Background: an optimization exercise with open tools, aiming at small area, a short achievable clock period and few clock cycles per item. Do not read the settings as production practice. RTL that was checked went through simulation tests only; none was proved equivalent to the original. Power and IR drop assume default switching activity.

Design vision_approach_steering, start of the top module:
module vision_approach_steering (
   input  logic                          clock,
   input  logic                          reset,
   input  logic                          req_valid,
   output logic                          req_stall,
   input  logic [34:0]                   req_data,
   output logic                          rsp_valid,
   input  logic                          rsp_stall,
   output logic [39:0]                   rsp_data,
   input  logic                          csr_valid,
   output logic                          csr_ready,
   input  logic [2:0]                    csr_index,
   input  logic [15:0]                   csr_wdata
);
==> flow/config.mk <==
export PLATFORM = sky130hd
export DESIGN_NAME = vision_approach_steering
export DESIGN_NICKNAME = vision_approach_steering
export VERILOG_FILES = /design/flow/design.v
export SDC_FILE = /design/flow/constraint.sdc
export NUM_CORES = 4
export LEC_CHECK = 0
export ABC_AREA = 1
export CAP_MARGIN = 20
export CORE_MARGIN = 2
export CORE_UTILIZATION = 50
export SLEW_MARGIN = 20
==> flow/constraint.sdc <==
create_clock -name core_clock -period 11.0 [get_ports {clock}]
set_input_delay 2.2000 -clock core_clock [delete_from_list [all_inputs] [get_ports {clock}]]
set_output_delay 2.2000 -clock core_clock [all_outputs]
set_load 0.01 [all_outputs]
standard.sh (not shown) runs the stock make flow with config.mk's settings and CLKGATE_MAP_FILE= SYNTH_SCRIPT=/design/flow/synth_recipe.tcl, a recipe that flattens the netlist after the stock synthesis.
==> flow/flow/run.sh <==
#!/bin/bash
set -uo pipefail
bash standard.sh SETUP_SLACK_MARGIN=7.0 finish > standard.log 2>&1
status=$?
tail -n 40 standard.log
exit $status
Testbench counts at the start, summed over its fixed seeds: cycles 4,986, items 4,800.
Change:
ABC_AREA = not set   (was 1)
Outcome: Via count fell by 11%; global-route usage fell by 3.8 points; non-clock buffer count fell by 48; sequential cell count is unchanged; clock skew rose by 0.0039 ns; cell area fell by 3.8%; worst setup slack is worse by 0.012 ns; wire length fell by 13%.

Setup of try-garnet:
Another version of the RTL of vision_approach_steering (not shown whole).
Size in the first run: roughly 400 flip-flops, ~100 I/O pins.
export LEC_CHECK = 0
export CAP_MARGIN = 20
export CORE_MARGIN = 2
export CORE_UTILIZATION = 50
export SLEW_MARGIN = 20
create_clock -name core_clock -period 11.0 [get_ports {clock}]
==> flow/flow/run.sh <==
#!/bin/bash
set -uo pipefail
bash standard.sh SETUP_SLACK_MARGIN=7.3 finish > standard.log 2>&1
status=$?
tail -n 40 standard.log
exit $status
try-garnet did not stop at any stage, and its layout met the timing, design-rule and antenna checks.
Edits applied to the flow inputs when going from try-garnet to try-lagoon:
==> flow/flow/run.sh <==
#!/bin/bash
set -uo pipefail
bash standard.sh SETUP_SLACK_MARGIN=7.0 finish > standard.log 2>&1
status=$?
tail -n 40 standard.log
exit $status
Results
try-lagoon completed; timing, DRC and antenna clean
Looking at worst setup path endpoint, the b_s[16] result is from try-garnet; the b_s[22] one comes from try-lagoon.
Row share of the final layout cell area in sequential cells: try-lagoon higher / try-garnet lower
STATUS minimum setup slack in the final design: try-lagoon loses against try-garnet
Row total number of vias: try-lagoon lower / try-garnet higher
Relative to try-garnet, switching portion of total power increased by 0.44 points in try-lagoon.
No functional check of the RTL was part of any run of this note.

vision_approach_steering, a different RTL version from the one above (not shown whole).
Size: about 3000 cells after synthesis, about 410 flip-flops, about 100 I/O pins.
Design vision_approach_steering, start of the top module:
module vision_approach_steering (
   input  logic                          clock,
   input  logic                          reset,
   input  logic                          req_valid,
   output logic                          req_stall,
   input  logic [34:0]                   req_data,
   output logic                          rsp_valid,
   input  logic                          rsp_stall,
   output logic [39:0]                   rsp_data,
   input  logic                          csr_valid,
   output logic                          csr_ready,
   input  logic [2:0]                    csr_index,
   input  logic [15:0]                   csr_wdata
);
export LEC_CHECK = 0
export CAP_MARGIN = 20
export CORE_MARGIN = 2
export CORE_UTILIZATION = 50
export SLEW_MARGIN = 20
create_clock -name core_clock -period 11.0 [get_ports {clock}]
==> flow/flow/run.sh <==
#!/bin/bash
set -uo pipefail
bash standard.sh SETUP_SLACK_MARGIN=7.6 finish > standard.log 2>&1
status=$?
tail -n 40 standard.log
exit $status
Testbench counts at the start, summed over its fixed seeds: cycles 4,986, items 4,800.
Then changed:
==> flow/run.sh (new file) <==
#!/bin/bash
# synth_recipe.tcl (not shown) runs the flow's synth.tcl, then flattens the netlist and writes it again
# the make line also repeats each setting of config.mk as NAME=value (left out here)
make -C /OpenROAD-flow-scripts/flow DESIGN_CONFIG=/design/flow/config.mk WORK_HOME=/design/flow/orfs CLKGATE_MAP_FILE= SYNTH_SCRIPT=/design/flow/synth_recipe.tcl finish
- CORE_UTILIZATION: 50 -> 60
- SETUP_SLACK_MARGIN: default -> 5
removed: flow/flow/run.sh
removed: flow/standard.sh
Outcome:
- The changed run finished with timing, DRC and antenna clean
- area after synthesis is unchanged
- clock skew drops by 0.0096 ns
- routed wire length drops by a few percent
Then changed:
- ABC_CLOCK_PERIOD_IN_PS: default -> 3500
Via count stays the same.
Worst setup slack does not change.
Cell area is unchanged.
Hold slack does not change.
Clock-buffer cell count does not change.
Sequential power stays flat.
Then changed:
==> flow/flow/run.sh (new file) <==
#!/bin/bash
set -uo pipefail
bash standard.sh SETUP_SLACK_MARGIN=7.0 finish > standard.log 2>&1
status=$?
tail -n 40 standard.log
exit $status
==> flow/standard.sh (new file) <==
#!/bin/bash
# synth_recipe.tcl (not shown) runs the flow's synth.tcl, then flattens the netlist and writes it again
# the make line also repeats each setting of config.mk as NAME=value (left out here)
make -C /OpenROAD-flow-scripts/flow DESIGN_CONFIG=/design/flow/config.mk WORK_HOME=/design/flow/orfs CLKGATE_MAP_FILE= SYNTH_SCRIPT=/design/flow/synth_recipe.tcl "${@:-finish}"
- ABC_CLOCK_PERIOD_IN_PS: 3500 -> default
- CORE_UTILIZATION: 60 -> 50
- SETUP_SLACK_MARGIN: 5 -> default
removed: flow/run.sh
- critical path depth is unchanged
- design area increases by about 4%
- utilization decreases by 9.1 points

== onyx ==
Another version of the RTL of vision_approach_steering (not shown whole).
Size in the first run: roughly 380 flip-flops, ~100 I/O pins, about 29000 um2 of cells after synthesis.
// vision_approach_steering
module vision_approach_steering (
   input  logic                          clock,
   input  logic                          reset,
   input  logic                          req_valid,
   output logic                          req_stall,
   input  logic [34:0]                   req_data,
   output logic                          rsp_valid,
   input  logic                          rsp_stall,
   output logic [39:0]                   rsp_data,
   input  logic                          csr_valid,
   output logic                          csr_ready,
   input  logic [2:0]                    csr_index,
   input  logic [15:0]                   csr_wdata
);
Settings: LEC_CHECK=0, CAP_MARGIN=20, CORE_MARGIN=2, CORE_UTILIZATION=65, SLEW_MARGIN=20; clock period 11.0 ns.
==> flow/flow/run.sh <==
#!/bin/bash
set -uo pipefail
bash standard.sh SETUP_SLACK_MARGIN=7.0 finish > standard.log 2>&1
status=$?
tail -n 40 standard.log
exit $status
Testbench counts of onyx, summed over its fixed seeds: cycles 4,986, items 4,800.
Modified inputs, amber compared to onyx
Settings: swapping 65 for 50 in CORE_UTILIZATION; putting CTS_BUF_LIST at sky130_fd_sc_hd__clkbuf_8 where nothing was set; putting CTS_CLUSTER_SIZE at 16 where nothing was set; putting CTS_CLUSTER_DIAMETER at 40 where nothing was set.
[summary]
Width of the die came out higher on amber than on onyx. Of amber and onyx, onyx shows the higher fraction of the core area covered by cells at the end of the flow, with amber below it. Diff onyx -> amber | share of total power in the clock network | decrease of 0.5 points. The layout overhead on the synthesized area of amber exceeds that of onyx by 2.2 points. Count of pins over their slew limit came out exactly the same in amber and onyx.

## run D
Another version of the RTL of vision_approach_steering (not shown whole).
Size in the first run: ~2900 cells after synthesis, ~360 flip-flops, roughly 100 I/O pins.
==> flow/design.v (excerpt) <==
module vision_approach_steering (
   input  logic                          clock,
   input  logic                          reset,
   input  logic                          req_valid,
   output logic                          req_stall,
   input  logic [34:0]                   req_data,
   output logic                          rsp_valid,
   input  logic                          rsp_stall,
   output logic [39:0]                   rsp_data,
   input  logic                          csr_valid,
   output logic                          csr_ready,
   input  logic [2:0]                    csr_index,
   input  logic [15:0]                   csr_wdata
);
==> flow/config.mk <==
export PLATFORM = sky130hd
export DESIGN_NAME = vision_approach_steering
export DESIGN_NICKNAME = vision_approach_steering
export VERILOG_FILES = /design/flow/design.v
export SDC_FILE = /design/flow/constraint.sdc
export NUM_CORES = 4
export LEC_CHECK = 0
export CAP_MARGIN = 20
export CORE_MARGIN = 2
export CORE_UTILIZATION = 65
export SLEW_MARGIN = 20
==> flow/constraint.sdc <==
create_clock -name core_clock -period 11.0 [get_ports {clock}]
set_input_delay 2.2000 -clock core_clock [delete_from_list [all_inputs] [get_ports {clock}]]
set_output_delay 2.2000 -clock core_clock [all_outputs]
set_load 0.01 [all_outputs]
==> flow/flow/run.sh <==
#!/bin/bash
set -uo pipefail
bash standard.sh SETUP_SLACK_MARGIN=6.8 finish > standard.log 2>&1
status=$?
tail -n 40 standard.log
exit $status
Testbench counts of run D, summed over its fixed seeds: cycles 4,986, items 4,800.
Changes in run B relative to run D:
==> flow/flow/run.sh <==
#!/bin/bash
set -uo pipefail
bash standard.sh SETUP_SLACK_MARGIN=7.0 finish > standard.log 2>&1
status=$?
tail -n 40 standard.log
exit $status
==> comparison <==
Run B: no failed stages, no open violations at the end. Of the two values seen for worst setup path endpoint, b_s[16] was produced by run B and r0_rec[17] by run D. In the tables for run B and run D, routing usage on met1 reads higher with run B. Run B consumes more power than run D does. In run B relative to run D, cell leakage power had gone up by a few percent. Looking at global-route usage, run B sits below run D. When the final numbers for run B and run D were put side by side, the worst vdd rail ir drop turned out to be smaller in run B. On setup slack: between run B and run D, it ends up lower for run D. Run B ends up with lower depth of the most critical reg-to-reg path than run D does. Area: run B vs run D -> run B larger. Against run D as the reference, run B delivers a higher via count of the routed design. Relative to run D, power density of the placed cells has gone down in run B. Run B has sequential fraction of total cell area below what run D had.

vision_approach_steering with an RTL version that a note above also has.
For scale: roughly 2900 cells after synthesis, roughly 380 flip-flops, ~100 I/O pins.
export LEC_CHECK = 0
export CAP_MARGIN = 10
export CORE_MARGIN = 2
export CORE_UTILIZATION = 65
export SLEW_MARGIN = 10
create_clock -name core_clock -period 11.0 [get_ports {clock}]
==> flow/flow/run.sh <==
#!/bin/bash
set -uo pipefail
bash standard.sh SETUP_SLACK_MARGIN=7.0 finish > standard.log 2>&1
status=$?
tail -n 40 standard.log
exit $status
Testbench counts at the start, summed over its fixed seeds: cycles 4,986, items 4,800.
Change:
Settings changed: CAP_MARGIN 10 to 20, CORE_UTILIZATION 65 to 50, SLEW_MARGIN 10 to 20.
Effect: Power increases by 1.5%; worst hold slack barely changes; clock-buffer cell count climbs by 2.

[what the ideal ports hide]
Ports are ideal in the flow. The routed layouts listed here were re-timed in OpenROAD. Step 1 sets driving cells, clkbuf_16 on the clock port and buf_2 on the other inputs (assumed; they add their load-dependent delay and slew). Step 2 moves the port delays by t, midway between the first and last clock arrival at a register: inputs arrive t later, outputs are due t later. That takes back most of the time a late clock gives input paths. a / b / c = ideal / step 1 / step 2; a / b = the first two.
| run | t, ns | slack for setup (ns) | hold WS [ns] | slew at the worst register clock pin (ns) | cell pins on the clock port's net |
|---|---|---|---|---|---|
| the first run of note 1 | 0.648 | 6.996 / 6.996 / 6.438 | 0.419 / 0.419 / 0.419 | 0.07 / 0.07 | 1 |
| the second run of note 1 | 0.638 | 6.984 / 7.003 / 6.381 | 0.413 / 0.413 / 0.413 | 0.06 / 0.06 | 1 |
| try-garnet | 0.658 | 7.054 / 7.054 / 6.653 | 0.414 / 0.414 / 0.414 | 0.07 / 0.07 | 1 |
| try-lagoon | 0.655 | 7.025 / 7.020 / 6.451 | 0.415 / 0.415 / 0.415 | 0.07 / 0.07 | 1 |
| the first run of note 3 | 0.659 | 6.524 / 6.544 / 5.884 | 0.416 / 0.416 / 0.416 | 0.06 / 0.06 | 1 |
| the second run of note 3 | 0.635 | 5.477 / 5.511 / 4.875 | 0.411 / 0.411 / 0.411 | 0.06 / 0.06 | 1 |
| the third run of note 3 | 0.635 | 5.477 / 5.511 / 4.875 | 0.411 / 0.411 / 0.411 | 0.06 / 0.06 | 1 |
| the fourth run of note 3 | 0.645 | 6.540 / 6.568 / 5.923 | 0.418 / 0.418 / 0.418 | 0.06 / 0.06 | 1 |
| onyx | 0.643 | 6.972 / 6.972 / 6.465 | 0.411 / 0.411 / 0.411 | 0.07 / 0.07 | 1 |
| amber | 0.695 | 7.056 / 7.074 / 6.390 | 0.414 / 0.414 / 0.414 | 0.09 / 0.09 | 1 |
| run D | 0.620 | 6.854 / 6.843 / 6.269 | 0.412 / 0.412 / 0.412 | 0.06 / 0.06 | 1 |
| run B | 0.613 | 7.004 / 7.004 / 6.475 | 0.414 / 0.414 / 0.414 | 0.07 / 0.07 | 1 |
| the first run of note 6 | 0.635 | 6.977 / 6.977 / 6.445 | 0.415 / 0.415 / 0.415 | 0.07 / 0.07 | 1 |
| the second run of note 6 | 0.643 | 7.050 / 7.050 / 6.495 | 0.415 / 0.415 / 0.415 | 0.06 / 0.06 | 1 |
After both steps every run listed still meets setup and hold. For amber, which loses most, drivers alone change the setup slack by +0.018 ns; drivers and shift together by -0.666 ns.
